This design comes from an exercise in tuning for small area, a short achievable clock period and few clock cycles on the open sky130 flow, not from production work. RTL that was checked went through simulation tests only; none was proved equivalent to the original. Power figures rest on the tool's default switching activity, not on a simulated workload.

==> flow/design.v <==
module neuron_state_mem #(
    parameter int DATA_W = 32,
    parameter int DEPTH  = 64,
    parameter int ADDR_W = $clog2(DEPTH)
) (
    input  logic              clk,
    input  logic              reset,
    input  logic              init_start,
    input  logic [DATA_W-1:0] init_value,
    output logic              init_busy,
    output logic              ready,
    input  logic              rd_en,
    input  logic [ADDR_W-1:0] rd_addr,
    output logic [DATA_W-1:0] rd_data,
    output logic              rd_valid,
    input  logic              wr_en,
    input  logic [ADDR_W-1:0] wr_addr,
    input  logic [DATA_W-1:0] wr_data
);
    logic                ready_q;
    logic                busy_q;
    logic [DATA_W-1:0]   init_q;
    logic [DEPTH-1:0]    written_q;
    logic [DATA_W-1:0]   rd_data_q;
    logic                rd_valid_q;
    logic [DATA_W-1:0]   mem [DEPTH];
    logic                keep;
    logic                pw_valid_q;       
    logic [ADDR_W-1:0]   pw_addr_q;
    logic [DATA_W-1:0]   pw_data_q;
    assign ready     = ready_q;
    assign init_busy = busy_q;
    assign rd_data   = rd_data_q;
    assign rd_valid  = rd_valid_q;
    assign keep = ready_q && !init_start;
    logic              en, bypass, pend_hit, g, use_init;
    logic [3:0]        hw;                     
    logic [3:0]        wq;                     
    logic [DATA_W-1:0] yq [4];                 
    logic [DATA_W-1:0] rd_d;
    assign en     = ready_q && rd_en;
    assign bypass = wr_en && rd_addr == wr_addr;
    assign pend_hit = pw_valid_q && rd_addr == pw_addr_q;
    assign g      = en && !bypass && !pend_hit;
    always_comb begin
        for (int q = 0; q < 4; q++) begin
            yq[q] = mem[{2'(q), rd_addr[3:0]}];
            wq[q] = written_q[{2'(q), rd_addr[3:0]}];
            hw[q] = g && rd_addr[5:4] == 2'(q) && wq[q];
        end
        use_init = !wq[rd_addr[5:4]];
    end
    for (genvar b = 0; b < DATA_W; b++) begin : g_bit
        logic e, ie;
        assign e  = (!en && rd_data_q[b]) || (en && bypass && wr_data[b]) ||
                    (en && !bypass && pend_hit && pw_data_q[b]);
        assign ie = g && init_q[b];
        nsm_bitfin u_fin (.y({yq[3][b], yq[2][b], yq[1][b], yq[0][b]}), .hw(hw),
                          .use_init(use_init), .ie(ie), .e(e), .d(rd_d[b]));
    end
    always_ff @(posedge clk or negedge reset) begin
        if (!reset) begin
            ready_q    <= 1'b0;
            busy_q     <= 1'b1;
            rd_data_q  <= '0;
            rd_valid_q <= 1'b0;
        end else begin
            ready_q    <= 1'b1;
            busy_q     <= 1'b0;
            rd_valid_q <= en;
            rd_data_q  <= rd_d;
        end
    end
    always_ff @(posedge clk) begin
        if (!ready_q || init_start) init_q <= init_value;
        for (int i = 0; i < DEPTH; i++)
            written_q[i] <= keep && (written_q[i] || (wr_en && wr_addr == ADDR_W'(i)));
    end
    always_ff @(posedge clk) begin
        pw_valid_q <= keep && wr_en;
        pw_addr_q  <= wr_addr;
        pw_data_q  <= wr_data;
        if (pw_valid_q) mem[pw_addr_q] <= pw_data_q;
    end
endmodule
module nsm_bitfin (
    input  logic [3:0] y,
    input  logic [3:0] hw,
    input  logic       use_init,
    input  logic       ie,
    input  logic       e,
    output logic       d
);
    assign d = (hw[0] && y[0]) || (hw[1] && y[1]) || (hw[2] && y[2]) || (hw[3] && y[3]) ||
               (use_init && ie) || e;
endmodule
clock: 4.5 ns
lec_check: 0
cap_margin: 20
core_margin: 2
core_utilization: 55
cts_cluster_diameter: 120
cts_cluster_size: 26
setup_slack_margin: 2.4
slew_margin: 20
synth_hierarchical: 1
tns_end_percent: 5
run.sh (not shown) runs the stock make flow with config.mk's settings and CLKGATE_MAP_FILE= SYNTH_SCRIPT=/design/flow/synth_recipe.tcl, a recipe that flattens the netlist after the stock synthesis.
The baseline finished but fails on antenna violations.
==> next run, changes <==
==> flow/flow/run.sh (new file) <==
#!/bin/bash
# Standard layout, with the port buffers made from plain buffers instead of delay cells.
set -euo pipefail
export BUFFER_PORTS_ARGS="-buffer_cell sky130_fd_sc_hd__buf_4"
bash standard.sh finish > standard_finish.log 2>&1
==> flow/standard.sh (new file) <==
#!/bin/bash
# synth_recipe.tcl (not shown) runs the flow's synth.tcl, then flattens the netlist and writes it again
# the make line also repeats each setting of config.mk as NAME=value (left out here)
make -C /OpenROAD-flow-scripts/flow DESIGN_CONFIG=/design/flow/config.mk WORK_HOME=/design/flow/orfs CLKGATE_MAP_FILE= SYNTH_SCRIPT=/design/flow/synth_recipe.tcl "${@:-finish}"
removed: flow/run.sh
Effect: The new run passed the timing, design-rule and antenna checks. Setup slack improved by 0.085 ns. Wire length increases by 1.3%. Sequential power hardly moves. Via count increases by 0.37%. Register-to-register slack improved by 0.11 ns. Flip-flop and latch count does not change. Design area decreases by 1.3%. Total power stays flat. Die area does not change.
No run of this note included a check of the RTL's function; only the layout flow was run.

== lane 1 ==
neuron_state_mem, a different RTL version from the one above (not shown whole).
Size in the first run: roughly 4700 cells after synthesis, roughly 2200 flip-flops, ~81000 sq um of cells after synthesis.
==> flow/config.mk <==
export PLATFORM = sky130hd
export DESIGN_NAME = neuron_state_mem
export DESIGN_NICKNAME = neuron_state_mem
export VERILOG_FILES = /design/flow/design.v
export SDC_FILE = /design/flow/constraint.sdc
export NUM_CORES = 4
export LEC_CHECK = 0
export CAP_MARGIN = 20
export CORE_MARGIN = 2
export CORE_UTILIZATION = 48
export CTS_CLUSTER_DIAMETER = 120
export CTS_CLUSTER_SIZE = 26
export SETUP_SLACK_MARGIN = 2.4
export SLEW_MARGIN = 20
export SYNTH_HIERARCHICAL = 1
export TNS_END_PERCENT = 5
==> flow/constraint.sdc <==
create_clock -name core_clock -period 4.5 [get_ports {clk}]
set_input_delay 0.9000 -clock core_clock [delete_from_list [all_inputs] [get_ports {clk}]]
set_output_delay 0.9000 -clock core_clock [all_outputs]
set_load 0.01 [all_outputs]
standard.sh (not shown) runs the stock make flow with config.mk's settings and CLKGATE_MAP_FILE= SYNTH_SCRIPT=/design/flow/synth_recipe.tcl, a recipe that flattens the netlist after the stock synthesis.
==> flow/flow/run.sh <==
#!/bin/bash
# Standard layout, with the port buffers made from plain buffers instead of delay cells.
set -euo pipefail
export BUFFER_PORTS_ARGS="-buffer_cell sky130_fd_sc_hd__buf_4"
bash standard.sh finish > standard_finish.log 2>&1
Lane 1 reached the final stage; the timing, design-rule and antenna checks on its layout passed.
Testbench counts of lane 1, summed over its fixed seeds: cycles 6,955.
Inputs modified between lane 1 and lane 2:
- PLACE_DENSITY newly set to 0.75
- CORE_UTILIZATION changed from 48 to 68
### Flow results
Compared with lane 1, in lane 2 chip height went down by about 16%; number of vias per cell after detailed routing higher. Between lane 1 and lane 2, worst hold slack increased. Lane 2 ends up with a count of routing violations after the opening detailed-route iteration that is 1669 higher than in lane 1. Area growth from synthesis to final layout delta for lane 2 relative to lane 1: 0.95 points lower. Of lane 2 and lane 1, it is lane 2 that has the lower total placed instance area. Any difference in overall power between lane 1 and lane 2 is small enough to ignore.
Input-level comparison between lane 3 and lane 2:
- PLACE_DENSITY: 0.75 -> unset
- TNS_END_PERCENT: 5 -> 2
- CORE_UTILIZATION: 68 -> 55
## What came out
Compared with lane 2, die boundary height in lane 3 increased by more than 10%.
Lane 3 finished end to end and its layout was clean on timing, DRC and antenna.
Clock transition at the register clock pins on the worst setup and hold paths after CTS delta (lane 2 -> lane 3): insignificant
Lane 3 leaves less setup margin than lane 2.
Switching power up 0.15 mW in lane 3 wrt lane 2
Relative to lane 2, lane 3 degrades placeable core region.
Compared with lane 2, lane 3 shows portion of the layout cell area used by non-clock buffers higher by 0.53 points.
Delta (lane 3 minus lane 2): total power rose 0.44%; clock skew fell 0.0069 ns.
Against lane 2 as the reference, lane 3 delivers a higher worst relative slew slack.
Setup changes, lane 3 to lane 4
- CORE_ASPECT_RATIO newly set to 0.6
- TNS_END_PERCENT changed from 2 to 5
Notes after the runs:
Lane 4: no failed stages, no open violations at the end. Comparing relative area of non-clock buffer cells in the final design for lane 3 and lane 4, the smaller number came from lane 4. Lane 3 has a lower detailed router's first-iteration violation count than lane 4. Lane 4 ends up with a power density normalized to cell area that is about 0.46% lower than in lane 3. The slowest stage cell on the critical path comes out sky130_fd_sc_hd__a22oi_2 in one run and sky130_fd_sc_hd__a22oi_1 in the other, namely in lane 3 and lane 4 respectively. Taking lane 3 as 1.0, lane 4 lands at 0.924 on clock-buffer cell count. Between lane 4 and lane 3, the count of placed standard cells in the final layout, fillers left out does not differ in any meaningful way. Lane 4 reports a lower setup slack than lane 3 does. Lane 4: register fraction of the total cell area higher than lane 3. Global router's overall resource usage: lane 4 < lane 3. [lane 4] cell area after layout fell about 0.5% relative to lane 3. Diff lane 3 -> lane 4 | arrival time reported for the critical path endpoint | increase of 0.05 ns. Area after detailed placement delta (lane 3 -> lane 4): insignificant.
Relative to lane 4, the following input files were edited for lane 5:
- clearing CORE_ASPECT_RATIO, which used to be 0.6
- putting GPL_ROUTABILITY_DRIVEN at 0 where nothing was set
==> comparison <==
The number of clock buffers in the layout reported for lane 5 is greater than that of lane 4 by about 7%.
Worst-case setup slack after placement: lower on lane 4
Portion of the layout cell area used by non-clock buffers: lane 5 vs lane 4 up 0.26 points
Comparing lane 5 and lane 4, the higher part of the power in combinational logic was measured on lane 5.
Most used routing layer: met1 -> lane 4, met2 -> lane 5

Setup of harbor:
neuron_state_mem, a different RTL version from the one above (not shown whole).
For scale: about 2,200 flip-flops, ~120 I/O pins, roughly 0.080 mm2 of cells after synthesis.
Settings: LEC_CHECK=0, CAP_MARGIN=20, CORE_MARGIN=2, CORE_UTILIZATION=55, CTS_CLUSTER_DIAMETER=120, CTS_CLUSTER_SIZE=26, SETUP_SLACK_MARGIN=2.4, SLEW_MARGIN=20, SYNTH_HIERARCHICAL=1, TNS_END_PERCENT=5; clock period 4.5 ns.
Scripts as last shown in full above: flow/flow/run.sh
#### Input delta (juniper over harbor)
Settings: SETUP_SLACK_MARGIN changed from 2.4 to 2.5.
### Flow results
- The clock period minus final worst setup slack in juniper sits 30 ps above the value recorded for harbor.
- Between harbor and juniper, the proportion of cell area occupied by multi-input gates figures differ only marginally.
- For post-synthesis share of cell area spent on xor and xnor gates, juniper and harbor come out practically identical.
No functional check of the RTL was part of any run of this note.

## port drivers added, routing unchanged
The results above use ideal ports. As a check the final layouts listed here were re-extracted and re-timed, cells and wires unchanged.
Step 1 (the two cells are an assumption about what drives the block):
set clk [get_ports {clk}]
set_driving_cell -lib_cell sky130_fd_sc_hd__clkbuf_16 $clk
set_driving_cell -lib_cell sky130_fd_sc_hd__buf_2 [delete_from_list [all_inputs] $clk]
Step 2 times the ports against the registers' clock, not the clock port: input delays grow and output delays shrink by t, the midpoint of the rising clock arrivals with the driver on.
Slacks: ideal / step 1 / step 2; pairs: ideal / step 1.
run | t (ns) | slack for setup (ns) | worst hold slack (ns) | worst setup path at the end
the first run of note 1 | 0.816 | 1.824 / 1.732 / 0.916 | 0.178 / 0.146 / 0.475 | input to register
the second run of note 1 | 0.832 | 1.910 / 1.776 / 0.944 | 0.165 / 0.133 / 0.475 | input to register
lane 1 | 0.837 | 2.045 / 1.875 / 1.038 | 0.111 / 0.096 / 0.472 | input to register
lane 2 | 0.797 | 2.088 / 1.912 / 1.115 | 0.167 / 0.153 / 0.473 | input to register
lane 3 | 0.823 | 2.063 / 1.936 / 1.113 | 0.190 / 0.157 / 0.475 | input to register
lane 4 | 0.814 | 2.019 / 1.879 / 1.065 | 0.226 / 0.165 / 0.476 | input to register
lane 5 | 0.841 | 2.148 / 1.937 / 1.096 | 0.123 / 0.052 / 0.473 | input to register
harbor | 0.842 | 2.016 / 1.948 / 1.106 | 0.169 / 0.112 / 0.479 | input to register
juniper | 0.836 | 1.986 / 1.974 / 1.138 | 0.171 / 0.115 / 0.480 | input to register
The setup slack of lane 5, which loses most, moves by -0.211 ns with the drivers and by -1.052 ns with both steps.
